This is an optimization exercise on Yosys and OpenROAD, whose aim is small area, a short achievable clock period and few clock cycles per item, not a production implementation. The RTL was checked by simulation tests, not by an equivalence proof against the original design. Power and IR drop assume default switching activity.

**standard.sh**
```bash
#!/bin/bash
# synth_recipe.tcl (not shown) runs the flow's synth.tcl, then flattens the netlist and writes it again
# the make line also repeats each setting of config.mk as NAME=value (left out here)
make -C /OpenROAD-flow-scripts/flow DESIGN_CONFIG=/design/flow/config.mk WORK_HOME=/design/flow/orfs CLKGATE_MAP_FILE= SYNTH_SCRIPT=/design/flow/synth_recipe.tcl "${@:-finish}"
```
**constraint.sdc**
```tcl
create_clock -name core_clock -period 12.0 [get_ports {clk}]
set_input_delay 2.4000 -clock core_clock [delete_from_list [all_inputs] [get_ports {clk}]]
set_output_delay 2.4000 -clock core_clock [all_outputs]
set_load 0.01 [all_outputs]
```
**config.mk**
```make
export PLATFORM = sky130hd
export DESIGN_NAME = luma_block_mean_mosaic
export DESIGN_NICKNAME = luma_block_mean_mosaic
export VERILOG_FILES = /design/flow/design.v
export SDC_FILE = /design/flow/constraint.sdc
export NUM_CORES = 4
export LEC_CHECK = 0
export CAP_MARGIN = 20
export CORE_MARGIN = 2
export CORE_UTILIZATION = 35
export CTS_CLUSTER_DIAMETER = 100
export CTS_CLUSTER_SIZE = 25
export PLACE_DENSITY = 0.5
export SLEW_MARGIN = 20
export SYNTH_MEMORY_MAX_BITS = 4096
```
**flow/run.sh**
```bash
#!/bin/bash
# Standard ORFS layout, with repair_timing asked for extra setup margin so
# that it keeps improving paths well below the design's clock period.
set -euo pipefail
bash standard.sh SETUP_SLACK_MARGIN=8.6 finish > standard_flow.log 2>&1
```
**design.v**
```verilog
package lbmm_pkg;
  localparam int CFG_W     = 13;
  localparam int CFG_IDX_W = 1;
  localparam int PIX_W     = 8;
  localparam int MEAN_W    = 8;
  localparam int COORD_W   = 9;
  localparam int SUM_W     = 14;    
  localparam int BC_W      = 7;     
  localparam int BR_W      = 9;     
  localparam int MAX_WIDTH  = 1024;
  localparam int MAX_HEIGHT = 4096;
  localparam logic [CFG_W-1:0] RST_FRAME_WIDTH  = 13'd640;
  localparam logic [CFG_W-1:0] RST_FRAME_HEIGHT = 13'd480;
endpackage
module lbmm_ram #(
  parameter int WIDTH = 14
) (
  input  logic             clk,
  input  logic             shift,      
  input  logic             upd,        
  input  logic [6:0]       last_bc,    
  input  logic [WIDTH-1:0] wdata,      
  output logic [WIDTH-1:0] head
);
  logic [WIDTH-1:0] tail_r, head_r;
  logic [6:0]       segsel;
  logic [6:0]       len;             
  always_comb begin
    len = last_bc - 7'd1;
  end
  always_ff @(posedge clk) begin
    if (len >= 7'd63) begin
      segsel <= {1'b1, 6'(len - 7'd63)};
    end else begin
      segsel <= {1'b0, len[5:0]};
    end
  end
  logic [WIDTH-1:0] seg63 [63];
  logic [WIDTH-1:0] seg32 [32];
  logic [WIDTH-1:0] seg16 [16];
  logic [WIDTH-1:0] seg8  [8];
  logic [WIDTH-1:0] seg4  [4];
  logic [WIDTH-1:0] seg2  [2];
  logic [WIDTH-1:0] seg1;
  logic [WIDTH-1:0] c63, c32, c16, c8, c4, c2, c1;
  assign c63 = segsel[6] ? seg63[62] : tail_r;
  assign c32 = segsel[5] ? seg32[31] : c63;
  assign c16 = segsel[4] ? seg16[15] : c32;
  assign c8  = segsel[3] ? seg8[7]   : c16;
  assign c4  = segsel[2] ? seg4[3]   : c8;
  assign c2  = segsel[1] ? seg2[1]   : c4;
  assign c1  = segsel[0] ? seg1      : c2;
  always_ff @(posedge clk) begin
    if (shift) begin
      tail_r <= wdata;
      seg63[0] <= tail_r;
      for (int i = 1; i < 63; i++) seg63[i] <= seg63[i-1];
      seg32[0] <= c63;
      for (int i = 1; i < 32; i++) seg32[i] <= seg32[i-1];
      seg16[0] <= c32;
      for (int i = 1; i < 16; i++) seg16[i] <= seg16[i-1];
      seg8[0] <= c16;
      for (int i = 1; i < 8; i++) seg8[i] <= seg8[i-1];
      seg4[0] <= c8;
      for (int i = 1; i < 4; i++) seg4[i] <= seg4[i-1];
      seg2[0] <= c4;
      seg2[1] <= seg2[0];
      seg1 <= c2;
    end
  end
  always_ff @(posedge clk) begin
    if (upd) begin
      head_r <= (shift && (last_bc != '0)) ? c1 : wdata;
    end
  end
  assign head = head_r;
endmodule
module lbmm_div (
  input  logic        clk,
  input  logic        rst_n,
  input  logic        load,
  input  logic [13:0] dividend,
  input  logic [6:0]  divisor,      
  input  logic [6:0]  bc,
  input  logic [8:0]  br,
  input  logic        last,
  output logic        free,
  input  logic        out_ready,
  output logic        out_valid,
  output logic [8:0]  out_block_column,
  output logic [8:0]  out_block_row,
  output logic [7:0]  out_mean_luma,
  output logic        out_frame_last
);
  logic [5:0] rem_r;
  logic [7:0] q_r;
  logic [6:0] d_r;
  logic [7:0] d3_r;
  logic [2:0] cnt_r;
  logic       busy_r, valid_r;
  logic [6:0] bc_r;
  logic [8:0] br_r;
  logic       last_r;
  logic [7:0] t;
  logic [8:0] s1, s2, s3;
  logic [5:0] rnx;
  logic [1:0] qd;
  always_comb begin
    t  = {rem_r, q_r[7:6]};
    s1 = {1'b0, t} - {2'b00, d_r};
    s2 = {1'b0, t} - {1'b0, d_r, 1'b0};
    s3 = {1'b0, t} - {1'b0, d3_r};
    if (!s3[8]) begin
      qd  = 2'd3;
      rnx = s3[5:0];
    end else if (!s2[8]) begin
      qd  = 2'd2;
      rnx = s2[5:0];
    end else if (!s1[8]) begin
      qd  = 2'd1;
      rnx = s1[5:0];
    end else begin
      qd  = 2'd0;
      rnx = t[5:0];
    end
  end
  always_ff @(posedge clk) begin
    if (!rst_n) begin
      busy_r  <= 1'b0;
      valid_r <= 1'b0;
      cnt_r   <= '0;
    end else if (load) begin
      busy_r  <= 1'b1;
      cnt_r   <= '0;
    end else if (busy_r) begin
      cnt_r <= cnt_r + 3'd1;
      if (cnt_r == 3'd4) begin
        busy_r  <= 1'b0;
        valid_r <= 1'b1;
      end
    end else if (out_ready) begin
      valid_r <= 1'b0;
    end
  end
  always_ff @(posedge clk) begin
    if (!rst_n) begin
      q_r    <= '0;
      bc_r   <= '0;
      br_r   <= '0;
      last_r <= 1'b0;
    end else if (load) begin
      q_r    <= dividend[7:0];
      bc_r   <= bc;
      br_r   <= br;
      last_r <= last;
    end else if (busy_r && (cnt_r != '0)) begin
      q_r    <= {q_r[5:0], qd};
    end
  end
  always_ff @(posedge clk) begin
    if (load) begin
      rem_r <= dividend[13:8];
      d_r   <= divisor;
    end else if (busy_r) begin
      if (cnt_r == '0) begin
        d3_r <= 8'({1'b0, d_r} + {d_r, 1'b0});
      end else begin
        rem_r <= rnx;
      end
    end
  end
  assign free             = ~busy_r & ~valid_r;
  assign out_valid        = valid_r;
  assign out_block_column = {2'b00, bc_r};
  assign out_block_row    = br_r;
  assign out_mean_luma    = q_r;
  assign out_frame_last   = last_r;
endmodule
module lbmm_ctrl (
  input  logic       clk,
  input  logic       rst_n,
  input  logic       in_valid,
  output logic       in_ready,
  input  logic [7:0] in_pixel,
  input  logic       in_frame_start,
  input  logic       consume,       
  input  logic       may_stall,     
  output logic       a_valid,
  output logic [7:0] a_pixel,
  output logic       a_first
);
  logic       a_v_r, rdy_r;
  logic [7:0] a_pix_r;
  logic       a_fs_r;
  logic       take;
  assign take = in_valid & rdy_r;
  always_ff @(posedge clk) begin
    if (!rst_n) begin
      a_v_r <= 1'b0;
      rdy_r <= 1'b0;
    end else begin
      a_v_r <= take | (a_v_r & ~consume);
      rdy_r <= ~may_stall;
    end
  end
  always_ff @(posedge clk) begin
    if (take) begin
      a_pix_r <= in_pixel;
      a_fs_r  <= in_frame_start;
    end
  end
  assign in_ready = rdy_r;
  assign a_valid  = a_v_r;
  assign a_pixel  = a_pix_r;
  assign a_first  = a_fs_r;
endmodule
module lbmm_dp (
  input  logic        clk,
  input  logic        rst_n,
  input  logic        cfg_valid,
  input  logic        cfg_index,
  input  logic [12:0] cfg_data,
  input  logic        a_valid,
  input  logic [7:0]  a_pixel,
  input  logic        a_first,
  output logic        consume,
  output logic        may_stall,
  input  logic        in_ready,
  input  logic        out_ready,
  output logic        out_valid,
  output logic [8:0]  out_block_column,
  output logic [8:0]  out_block_row,
  output logic [7:0]  out_mean_luma,
  output logic        out_frame_last
);
  logic        cfg_v_r, cfg_i_r;
  logic [12:0] cfg_d_r;
  logic [9:0]  wm1;
  logic [11:0] hm1;
  always_ff @(posedge clk) begin
    if (!rst_n) cfg_v_r <= 1'b0;
    else        cfg_v_r <= cfg_valid;
    cfg_i_r <= cfg_index;
    cfg_d_r <= cfg_data;
  end
  always_comb begin
    if (cfg_d_r == '0)                    wm1 = '0;
    else if (cfg_d_r > 13'd1024)          wm1 = 10'd1023;
    else                                  wm1 = 10'(cfg_d_r - 13'd1);
    if (cfg_d_r == '0)                    hm1 = '0;
    else if (cfg_d_r > 13'd4096)          hm1 = 12'd4095;
    else                                  hm1 = 12'(cfg_d_r - 13'd1);
  end
  logic [6:0] last_bc_r;
  logic [2:0] last_rx_r;
  logic [8:0] last_br_r;
  logic [2:0] last_ry_r;
  logic       l0, b0, w1, h1;
  always_ff @(posedge clk) begin
    if (!rst_n) begin
      last_bc_r <= 7'd79;
      last_rx_r <= 3'd7;
      last_br_r <= 9'd59;
      last_ry_r <= 3'd7;
    end else if (cfg_v_r) begin
      if (cfg_i_r == 1'b0) begin
        last_bc_r <= wm1[9:3];
        last_rx_r <= wm1[2:0];
      end else begin
        last_br_r <= hm1[11:3];
        last_ry_r <= hm1[2:0];
      end
    end
  end
  logic [6:0] dll_r;
  always_ff @(posedge clk) begin
    dll_r <= 7'((4'(last_rx_r) + 4'd1) * (4'(last_ry_r) + 4'd1));
  end
  assign l0 = (last_bc_r == '0);
  assign b0 = (last_br_r == '0);
  assign w1 = l0 & (last_rx_r == '0);
  assign h1 = b0 & (last_ry_r == '0);
  logic [2:0] rx_r, ry_r;
  logic [6:0] bc_r;
  logic [8:0] br_r;
  logic       lt_r, lb_r;      
  logic       re_r, ce_r;      
  logic       le_r, be_r;      
  logic       z_r;             
  logic [2:0] rx, ry;
  logic [6:0] bc;
  logic [8:0] br;
  logic       lt, lb, re, ce, le, be, z;
  logic       emit, can_emit, go;
  logic [6:0] divisor;
  logic [2:0] rx_n, ry_n;
  logic [6:0] bc_n;
  logic [8:0] br_n;
  logic       lt_n, lb_n, re_n, ce_n, le_n, be_n;
  logic       div_free;
  logic [13:0] head, sum;
  always_comb begin
    if (a_first) begin
      rx = '0; ry = '0; bc = '0; br = '0;
      lt = l0; lb = b0;
      re = w1; ce = w1;
      le = h1; be = h1;
      z  = 1'b1;
    end else begin
      rx = rx_r; ry = ry_r; bc = bc_r; br = br_r;
      lt = lt_r; lb = lb_r;
      re = re_r; ce = ce_r;
      le = le_r; be = be_r;
      z  = z_r;
    end
    emit     = ce & be;
    can_emit = div_free;
    go       = a_valid & (~emit | can_emit);
    case ({lt, lb})
      2'b00:   divisor = 7'd64;
      2'b10:   divisor = {(4'(last_rx_r) + 4'd1), 3'b000};
      2'b01:   divisor = {(4'(last_ry_r) + 4'd1), 3'b000};
      default: divisor = dll_r;
    endcase
  end
  always_comb begin
    rx_n = rx; ry_n = ry; bc_n = bc; br_n = br;
    lt_n = lt; lb_n = lb;
    re_n = re; ce_n = ce; le_n = le; be_n = be;
    if (re) begin
      rx_n = '0;
      bc_n = '0;
      lt_n = l0;
      re_n = w1;
      ce_n = w1;
      if (le) begin
        ry_n = '0;
        br_n = '0;
        lb_n = b0;
        le_n = h1;
        be_n = h1;
      end else if (ry == 3'd7) begin
        ry_n = '0;
        br_n = br + 9'd1;
        lb_n = (br_n == last_br_r);
        le_n = lb_n & (last_ry_r == '0);
        be_n = le_n;
      end else begin
        ry_n = ry + 3'd1;
        le_n = lb & (ry_n == last_ry_r);
        be_n = (ry_n == 3'd7) | le_n;
      end
    end else if (rx == 3'd7) begin
      rx_n = '0;
      bc_n = bc + 7'd1;
      lt_n = (bc_n == last_bc_r);
      re_n = lt_n & (last_rx_r == '0);
      ce_n = re_n;
    end else begin
      rx_n = rx + 3'd1;
      re_n = lt & (rx_n == last_rx_r);
      ce_n = (rx_n == 3'd7) | re_n;
    end
  end
  always_ff @(posedge clk) begin
    if (!rst_n) begin
      rx_r <= '0; ry_r <= '0; bc_r <= '0; br_r <= '0;
      lt_r <= 1'b0; lb_r <= 1'b0;
      re_r <= 1'b0; ce_r <= 1'b0; le_r <= 1'b0; be_r <= 1'b0;
      z_r  <= 1'b1;
    end else if (go) begin
      rx_r <= rx_n; ry_r <= ry_n; bc_r <= bc_n; br_r <= br_n;
      lt_r <= lt_n; lb_r <= lb_n;
      re_r <= re_n; ce_r <= ce_n; le_r <= le_n; be_r <= be_n;
      z_r  <= (rx_n == '0) & (ry_n == '0);
    end
  end
  assign consume = go;
  logic stay, e_next, f_next;
  always_comb begin
    stay      = a_valid & ~go;
    e_next    = stay | ((go ? ce_n : ce_r) & (go ? be_n : be_r)) | (w1 & h1);
    f_next    = div_free & ~(go & emit);
    may_stall = ((stay | in_ready) & e_next & ~f_next) | cfg_v_r;
  end
  assign sum = (z ? 14'd0 : head) + 14'(a_pixel);
  lbmm_ram #(.WIDTH(14)) u_ring (
    .clk     (clk),
    .shift   (go & ce),
    .upd     (go),
    .last_bc (last_bc_r),
    .wdata   (sum),
    .head    (head)
  );
  lbmm_div u_div (
    .clk              (clk),
    .rst_n            (rst_n),
    .load             (go & emit),
    .dividend         (sum),
    .divisor          (divisor),
    .bc               (bc),
    .br               (br),
    .last             (re & le),
    .free             (div_free),
    .out_ready        (out_ready),
    .out_valid        (out_valid),
    .out_block_column (out_block_column),
    .out_block_row    (out_block_row),
    .out_mean_luma    (out_mean_luma),
    .out_frame_last   (out_frame_last)
  );
endmodule
module luma_block_mean_mosaic (
  input  logic                           clk,
  input  logic                           rst_n,
  input  logic                           in_valid,
  output logic                           in_ready,
  input  logic [lbmm_pkg::PIX_W-1:0]     in_pixel,
  input  logic                           in_frame_start,
  output logic                           out_valid,
  input  logic                           out_ready,
  output logic [lbmm_pkg::COORD_W-1:0]   out_block_column,
  output logic [lbmm_pkg::COORD_W-1:0]   out_block_row,
  output logic [lbmm_pkg::MEAN_W-1:0]    out_mean_luma,
  output logic                           out_frame_last,
  input  logic                           cfg_valid,
  output logic                           cfg_ready,
  input  logic [lbmm_pkg::CFG_IDX_W-1:0] cfg_index,
  input  logic [lbmm_pkg::CFG_W-1:0]     cfg_data
);
  logic       consume, may_stall, a_valid, a_first;
  logic [7:0] a_pixel;
  assign cfg_ready = 1'b1;
  lbmm_ctrl u_ctrl (
    .clk            (clk),
    .rst_n          (rst_n),
    .in_valid       (in_valid),
    .in_ready       (in_ready),
    .in_pixel       (in_pixel),
    .in_frame_start (in_frame_start),
    .consume        (consume),
    .may_stall      (may_stall),
    .a_valid        (a_valid),
    .a_pixel        (a_pixel),
    .a_first        (a_first)
  );
  lbmm_dp u_dp (
    .clk              (clk),
    .rst_n            (rst_n),
    .cfg_valid        (cfg_valid),
    .cfg_index        (cfg_index),
    .cfg_data         (cfg_data),
    .a_valid          (a_valid),
    .a_pixel          (a_pixel),
    .a_first          (a_first),
    .consume          (consume),
    .may_stall        (may_stall),
    .in_ready         (in_ready),
    .out_ready        (out_ready),
    .out_valid        (out_valid),
    .out_block_column (out_block_column),
    .out_block_row    (out_block_row),
    .out_mean_luma    (out_mean_luma),
    .out_frame_last   (out_frame_last)
  );
endmodule
```
==> flow_metrics.env, run 1 <==
export IMPL_clock_skew_ns=0.04711
export IMPL_clock_power_share_pct=31.6
export IMPL_critPathLaunch="u_dp.u_div.q_r[6]"
export IMPL_min_from="u_dp.u_ring.seg16[6][7]"
export IMPL_wl_um=104700
export IMPL_min_path_cells=0
export IMPL_num_vias=26200
export IMPL_clk_latency_ns=0.76
export IMPL_hp_class="reg2reg"
export IMPL_powerDensity_nw_per_um2=152.0
export IMPL_port_buffers=54
export IMPL_p_seq_share_pct=66.9
export IMPL_p_sw_mw=2.143
export IMPL_routed_wire_length_per_instance_um=18.28
export IMPL_areaGrowthSynthToFinish_pct=11.41
export IMPL_avgSynthCellArea_um2=20.96
export IMPL_ys_types=88
export IMPL_cts_htree_levels=3
export IMPL_leakage_nw=21.92
export IMPL_crit_cells=1
export IMPL_fmax_mhz=271.8
export IMPL_final_nets=3324
export IMPL_drive_gt1_share_pct=10.43
export IMPL_ys_seq_area_share_pct=88.04
export IMPL_slowest_stage="dfxtp_4"
export IMPL_coreArea_um2=183300
export IMPL_internal_power_mw=8.809
export IMPL_yosys_top_cells_area="edfxtp_1 85%, dfxtp_1 3.5%, ha_1 1.2%"
export IMPL_grt_total_usage_pct=10.73
export IMPL_reg2reg_from="u_ctrl.a_fs_r"
export IMPL_worst_slack_ns=8.320
export IMPL_cts_path_max_buffers=3
export IMPL_period_minus_slack_ns=3.680
export IMPL_cap_violations=0
export IMPL_synth_most_common_cell="edfxtp_1"
export IMPL_overflow=0
export IMPL_ys_ff_latch=1934
export IMPL_endpoint_kind="output pin"
export IMPL_ir_drop_mv=0.1294
export IMPL_cp_top_family="flip-flops"
export IMPL_rr_worst_depth=10
export IMPL_hold_worst_slack_ns=0.3900
export IMPL_synthCells=3086
export IMPL_grt_max_degree=97
export IMPL_hpwl_um=56830
export IMPL_cp_arrival_ns=1.28
export IMPL_synthFlopType="edfxtp_1"
export IMPL_place_congestion=0.7957
export IMPL_final_antenna_net_count=0
export IMPL_grt_pass1_wl_um=154800
export IMPL_yosysTopAreaCellShare_pct=84.58
export IMPL_netlist_area_um2=64690
export IMPL_yosysWarnings=10
export IMPL_max_stage_delay_ns=0.41
export IMPL_crit_buf_inv=1
export IMPL_power_share_combinational_pct=1.6
export IMPL_drv_slew=0
export IMPL_fin_total_pwr_mw=10.95
export IMPL_die_w_um=433.9
export IMPL_cp_required_ns=9.60
export IMPL_relSlewSlack_pct=27.44
export IMPL_finalSetupTns_ns=0
export IMPL_netlist_top_cells_count="1,822 x edfxtp_1, 126 x nand2_1, 112 x dfxtp_1"
export IMPL_dieArea_um2=188300
export IMPL_post_route_period_util_pct=30.66
export IMPL_grt_pass1_vias=24990
export IMPL_swShare_pct=19.57
export IMPL_yosys_area_top_type="edfxtp_1"
export IMPL_cts_buffers=89
export IMPL_antenna_diode_count=0
export IMPL_antenna_found_initial=1
export IMPL_ioPinCount=58
export IMPL_hold_viol_final=0
export IMPL_cts_tree="yes"
export IMPL_critPathLaunchType="register"
export IMPL_dp_slack_ns=6.232
export IMPL_cp_max_fo=2
export IMPL_rsz0062_at_grt="true"
export IMPL_cts_root_buf="clkbuf_16"
export IMPL_clk_pin_slew_ns=0.09
export IMPL_start_util_pct=35.30
export IMPL_rows=157
export IMPL_viasPerCell=4.578
export IMPL_worst_pin_slew_ns=1.079
export IMPL_drt_first_pass_iters=5
export IMPL_synth_edff_count=1822
export IMPL_nFillCells=16290
export IMPL_fp_dieH_um=433.9
export IMPL_clock_sinks=1934
export IMPL_async_reset_ff_share_pct=0
export IMPL_crit_type="reg2out"
export IMPL_status="timing/DRC/antenna clean"
export IMPL_drc=0
export IMPL_setup_viol=0
export IMPL_drt_iter0_drc=2491
export IMPL_crit_chain="buf_6"
==> timing repair <==
item,in CTS,in global routing
cloned,15,9
hold buffers,0,0
pin swaps,2,5
buffers inserted,15,10
setup endpoints to repair,1585,872
gates resized for setup,225,25
==> area by class of cell <==
| cell class | instances | area [µm²] | area share, % |
|---|---|---|---|
| clock buffer | 115 | 2366 | 3.283 |
| clock inverter | 12 | 252.7 | 0.3507 |
| inverter | 76 | 301.5 | 0.4184 |
| multi-input combinational | 995 | 7163 | 9.939 |
| sequential | 1934 | 57010 | 79.11 |
| tap | 2464 | 3083 | 4.278 |
| timing repair buffer | 128 | 1891 | 2.623 |
==> power groups by stage <==
stage	combinational [mW]	clock [mW]	sequential (mW)
after detailed placement	0.167	0	7.48
after global routing	0.190	3.84	7.33
after global placement	0.168	0	7.48
after floorplan	0.118	0	7.48
after CTS	0.172	3.65	7.32
final	0.172	3.46	7.32
==> placed cells by master (no fill, tap or decap), types with 10 or more instances in the layout <==
cell type and n:
o21ai_0 65, nand3_1 19, dfxtp_2 27, buf_16 14, and2_1 41, edfxtp_1 1822, clkbuf_16 98, o21a_1 15
inv_1 68, nor2b_1 42, nand2b_1 26, nand4_1 11, buf_4 32, a21o_1 13, xnor2_1 48, nor3_1 23
a21boi_0 13, or3_1 10, dfxtp_1 79, nand3b_1 11, a31o_2 10, o211ai_1 21, a22oi_1 24, a211oi_1 14
ha_1 61, clkbuf_1 23, and3_1 18, nand2_1 126, clkdlybuf4s50_1 26, buf_6 31, a21oi_1 71, mux2_2 48
mux2i_1 28, a21boi_1 10, o31ai_1 10, bufbuf_16 12, nor2_1 62, xor2_1 18
==> cells by family (layout without fill, tap and decap cells) <==
kind of cell	Yosys count	in the layout	share of synthesized area, %
other	2	3	0.01161
flip-flops	1934	1934	88.04
adder cells (fa/ha/maj)	73	73	1.513
buffers and inverters	158	331	1.070
multiplexers	80	80	1.362
AND/OR/NAND/NOR	437	437	3.578
XOR/XNOR	69	69	0.9555
AO/OA/AOI/OAI	333	333	3.468
==> state kept, by name (all words and copies together), names as in the netlist, 8 cells and up <==
| signal | count |
|---|---|
| u_dp.u_ring.seg8 | 112 |
| u_ctrl.a_pix_r | 8 |
| u_dp.u_ring.head_r | 14 |
| u_dp.u_ring.tail_r | 14 |
| u_dp.u_div.d3_r | 8 |
| u_dp.br_r | 9 |
| u_dp.u_ring.seg63 | 882 |
| u_dp.u_ring.seg1 | 14 |
| u_dp.u_div.br_r | 9 |
| u_dp.u_div.q_r | 8 |
| u_dp.cfg_d_r | 13 |
| u_dp.u_ring.seg2 | 28 |
| u_dp.u_ring.seg4 | 56 |
| u_dp.u_ring.seg32 | 448 |
| u_dp.u_ring.seg16 | 224 |
| u_dp.last_br_r | 9 |
==> worst register-to-register path: stages, from the launching register on <==
cell and delay, ns:
edfxtp_1 0.44, buf_12 0.19, or4b_1 0.52, nor4_4 0.34, nor2_1 0.14, o31ai_4 0.27, nor2_4 0.11, clkbuf_16 0.23
buf_16 0.23, buf_16 0.20, bufbuf_16 0.37
==> path summary, 6_finish.rpt <==
kind                              endpoint  slack (ns)
hold reg to reg    u_dp.u_ring.seg16[7][7]        0.39
setup reg to reg  u_dp.u_ring.seg32[31][6]        8.72
hold / removal     u_dp.u_ring.seg16[7][7]        0.39
setup / recovery          out_mean_luma[6]        8.32
==> metal layers <==
metal  GRT usage [%]  vias up  wire length (µm)
li1                -    12140                 -
met4           3.753        0              3342
met3           1.915      154              3278
met1           16.39    13560             52860
met2           15.31      355             45180
met5               0        -                 0
==> stage by stage <==
stage / utilization [%] / instances / instance area, µm²
CTS: 39.14 / 5705 / 71730
global placement: 37.23 / 5548 / 68230
floorplan: - / 3087 / 64770
finish: 39.32 / 5724 / 72070
global route: 39.32 / 5724 / 72070
detailed placement: 37.23 / 5548 / 68230
Testbench counts, summed over its fixed seeds: cycles 130,551, pixels 130,066.
==> run 2: changes to the inputs <==
--- a/config.mk
+++ b/config.mk
@@ -11,3 +11,3 @@
 export CTS_CLUSTER_DIAMETER = 100
-export CTS_CLUSTER_SIZE = 25
+export CTS_CLUSTER_SIZE = 30
 export PLACE_DENSITY = 0.5
==> run 2 against run 1 <==
  * Still clean
  * Critical path depth is the same
  * Routed wire length down 0.51%
  * Clock power decreased by 6.9%
  * Non-clock buffer count down 5
  * Combinational power is essentially flat
  * Clock skew rose by 0.0051 ns
  * Setup slack improved by 0.0065 ns
  * Global-route usage about the same
  * Highest routed layer unchanged
==> flow_metrics.env, run 2 <==
export IMPL_clk_latency_ns=0.77
export IMPL_netlist_area_um2=64690
export IMPL_cts_buffers=77
export IMPL_max_stage_delay_ns=0.42
export IMPL_worst_pin_slew_ns=1.079
export IMPL_final_nets=3308
export IMPL_cts_tree="yes"
export IMPL_grtUsageMet3_pct=1.791
export IMPL_hpwl_um=56830
export IMPL_wl_um=104100
export IMPL_clk_pin_slew_ns=0.11
export IMPL_grt_total_usage_pct=10.69
export IMPL_cap_violations=0
export IMPL_relSlewSlack_pct=27.46
export IMPL_ys_types=88
export IMPL_cts_path_max_buffers=3
export IMPL_netlist_top_cells_count="1,822 x edfxtp_1, 126 x nand2_1, 112 x dfxtp_1"
export IMPL_port_buffers=54
export IMPL_fmax_mhz=272.3
export IMPL_crit_buf_inv=1
export IMPL_clock_sinks=1934
export IMPL_leakage_nw=21.72
export IMPL_slowest_stage="dfxtp_4"
export IMPL_viasPerCell=4.556
export IMPL_crit_chain="buf_6"
export IMPL_drt_iter0_drc=2469
export IMPL_cp_required_ns=9.60
export IMPL_drt_first_pass_iters=5
export IMPL_crit_type="reg2out"
export IMPL_cp_top_family="flip-flops"
export IMPL_met1_usage_pct=16.47
export IMPL_die_w_um=433.9
export IMPL_synth_edff_count=1822
export IMPL_use_met2_pct=15.07
export IMPL_yosys_area_top_type="edfxtp_1"
export IMPL_drive_gt1_share_pct=10.06
export IMPL_place_congestion=0.7957
export IMPL_routed_wire_length_per_instance_um=18.26
export IMPL_yosys_top_cells_area="edfxtp_1 85%, dfxtp_1 3.5%, ha_1 1.2%"
export IMPL_fp_dieH_um=433.9
export IMPL_clock_skew_ns=0.05225
export IMPL_rows=157
export IMPL_drc=0
export IMPL_coreArea_um2=183300
export IMPL_overflow=0
export IMPL_dp_slack_ns=6.232
export IMPL_async_reset_ff_share_pct=0
export IMPL_endpoint_kind="output pin"
export IMPL_critPathLaunchType="register"
export IMPL_worst_slack_ns=8.327
export IMPL_grt_max_degree=97
export IMPL_cp_arrival_ns=1.27
export IMPL_areaGrowthSynthToFinish_pct=10.80
export IMPL_nFillCells=16330
export IMPL_status="timing/DRC/antenna clean"
export IMPL_grt_pass1_vias=24800
export IMPL_yosysWarnings=10
export IMPL_avgSynthCellArea_um2=20.96
export IMPL_synthCells=3086
export IMPL_synth_most_common_cell="edfxtp_1"
export IMPL_hp_class="reg2reg"
export IMPL_ys_ff_latch=1934
export IMPL_antenna_diode_count=0
export IMPL_mostFrequentLayoutCell="edfxtp_1"
export IMPL_grt_busiest_layer="met1"
export IMPL_cts_htree_levels=3
export IMPL_fin_total_pwr_mw=10.72
export IMPL_synthFlopType="edfxtp_1"
export IMPL_drv_slew=0
export IMPL_start_util_pct=35.30
export IMPL_reg_top3="u_dp.u_ring.seg63 x882, u_dp.u_ring.seg32 x448, u_dp.u_ring.seg16 x224"
export IMPL_cts_root_buf="clkbuf_16"
export IMPL_ioPinCount=58
export IMPL_regMostFlops="u_dp.u_ring.seg63"
export IMPL_largest_reg_flops=882
export IMPL_mostFrequentLayoutCells="1,822 x edfxtp_1, 126 x nand2_1, 86 x clkbuf_16, 79 x dfxtp_1, 71 x a21oi_1"
export IMPL_hold_viol_final=0
export IMPL_rsz0062_at_grt="true"
export IMPL_final_antenna_net_count=0
export IMPL_postCtsHoldBufs=0
export IMPL_cp_max_fo=3
export IMPL_ys_seq_area_share_pct=88.04
export IMPL_setup_viol=0
export IMPL_dieArea_um2=188300
export IMPL_num_vias=25990
export IMPL_yosysTopAreaCellShare_pct=84.58
export IMPL_antenna_found_initial=1
export IMPL_post_route_period_util_pct=30.61
export IMPL_powerDensity_nw_per_um2=149.6
export IMPL_ir_drop_mv=0.09845
export IMPL_grt_pass1_wl_um=154000
export IMPL_period_minus_slack_ns=3.673
export IMPL_finalSetupTns_ns=0
==> run 2: cell type report <==
| cell class | instances | area (µm²) | share of cell area, % |
|---|---|---|---|
| multi-input combinational | 995 | 7168 | 10.00 |
| inverter | 76 | 301.5 | 0.4207 |
| sequential | 1934 | 57010 | 79.54 |
| timing repair inverter | 1 | 5.005 | 0.006983 |
| clock buffer | 95 | 1994 | 2.783 |
| tap | 2464 | 3083 | 4.301 |
| clock inverter | 15 | 269.0 | 0.3753 |
| timing repair buffer | 123 | 1842 | 2.570 |
==> run 2: logic make-up after synthesis <==
| kind of cell | count (synthesis) | synth area share, % |
|---|---|---|
| flops | 1934 | 88.04 |
| simple gates | 437 | 3.578 |
| compound gates | 333 | 3.468 |
| buf+inv | 158 | 1.070 |
| mux | 80 | 1.362 |
| fa+ha+maj | 73 | 1.513 |
| xor+xnor | 69 | 0.9555 |
| other cells | 2 | 0.01161 |
==> run 2: routing by layer <==
layer	part of all wire, %	up-vias	wire length (µm)
met3	2.9	142	3031
met4	3.5	0	3692
li1	-	12100	-
met2	43	318	44680
met5	0	-	0
met1	51	13430	52720
==> run 2: metrics by stage <==
stage | std cells | cell area (µm²) | hold WS, ns | util [%]
after floorplan | 3087 | 64770 | 0.4003 | -
after global placement | 5548 | 68230 | 0.4003 | 37.23
after detailed placement | 5548 | 68230 | 0.4045 | 37.23
after CTS | 5685 | 71300 | 0.3843 | 38.91
after global routing | 5703 | 71670 | 0.3817 | 39.11
final | 5703 | 71670 | 0.3852 | 39.11
==> run 2: final timing paths <==
| path | startpoint | end | slack, ns | depth (start not counted) |
|---|---|---|---|---|
| worst min register to register | u_dp.u_ring.seg63[11][4] | u_dp.u_ring.seg63[12][4] | 0.39 | 0 |
| worst min-delay path | u_dp.u_ring.seg63[11][4] | u_dp.u_ring.seg63[12][4] | 0.39 | 0 |
| worst max-delay path | u_dp.u_div.q_r[0] | out_mean_luma[0] | 8.33 | 1 |
| worst max register to register | u_ctrl.a_fs_r | u_dp.u_ring.seg63[35][0] | 8.71 | 10 |
==> run 2: repair_timing <==
| action | CTS | global route |
|---|---|---|
| buffers inserted | 14 | 7 |
| cloned | 13 | 11 |
| gates resized for setup | 227 | 24 |
| pin swaps | 3 | 3 |
| endpoints found under the setup margin | 1586 | 859 |
==> run 2: worst register-to-register path, cell delays in order, from the launching register on <==
cell and delay (ns):
edfxtp_1 0.44, buf_12 0.19, or4b_1 0.53, nor4_4 0.36, nor2_2 0.09, o31ai_4 0.30
nor2_4 0.10, buf_12 0.20, buf_16 0.27, buf_16 0.24, clkbuf_16 0.30
==> run 2: report_power, final <==
group	switching (mW)	total (mW)	internal [mW]
combinational	0.104	0.173	0.0683
sequential	0.0289	7.32	7.30
clock	1.99	3.22	1.23
total	2.12	10.7	8.60

## re-timing with driven ports
Ports are ideal in the flow. The routed layouts listed here were re-timed in OpenROAD. Step 1: set_driving_cell puts a clkbuf_16 on clk and a buf_2 on each other input, an assumption about the parent block. Step 2 adds t to the input delays and takes it off the output delays; t is the mean of the earliest and latest rising clock arrival at the registers after step 1. Input paths then give back, and output paths get back, about the clock's delay inside the block. Slacks: ideal / step 1 / step 2; pairs: ideal / step 1.
| run | t, ns | setup slack, ns | hold WS [ns] | worst slew at a driven data input, ns |
|---|---|---|---|---|
| run 1 | 0.809 | 8.320 / 8.245 / 8.146 | 0.390 / 0.390 / 0.390 | 0.17 |
| run 2 | 0.810 | 8.327 / 8.251 / 8.144 | 0.385 / 0.385 / 0.385 | 0.16 |
After both steps every run listed still meets setup and hold. For run 2, which loses most, drivers alone change the setup slack by -0.076 ns; drivers and shift together by -0.183 ns.
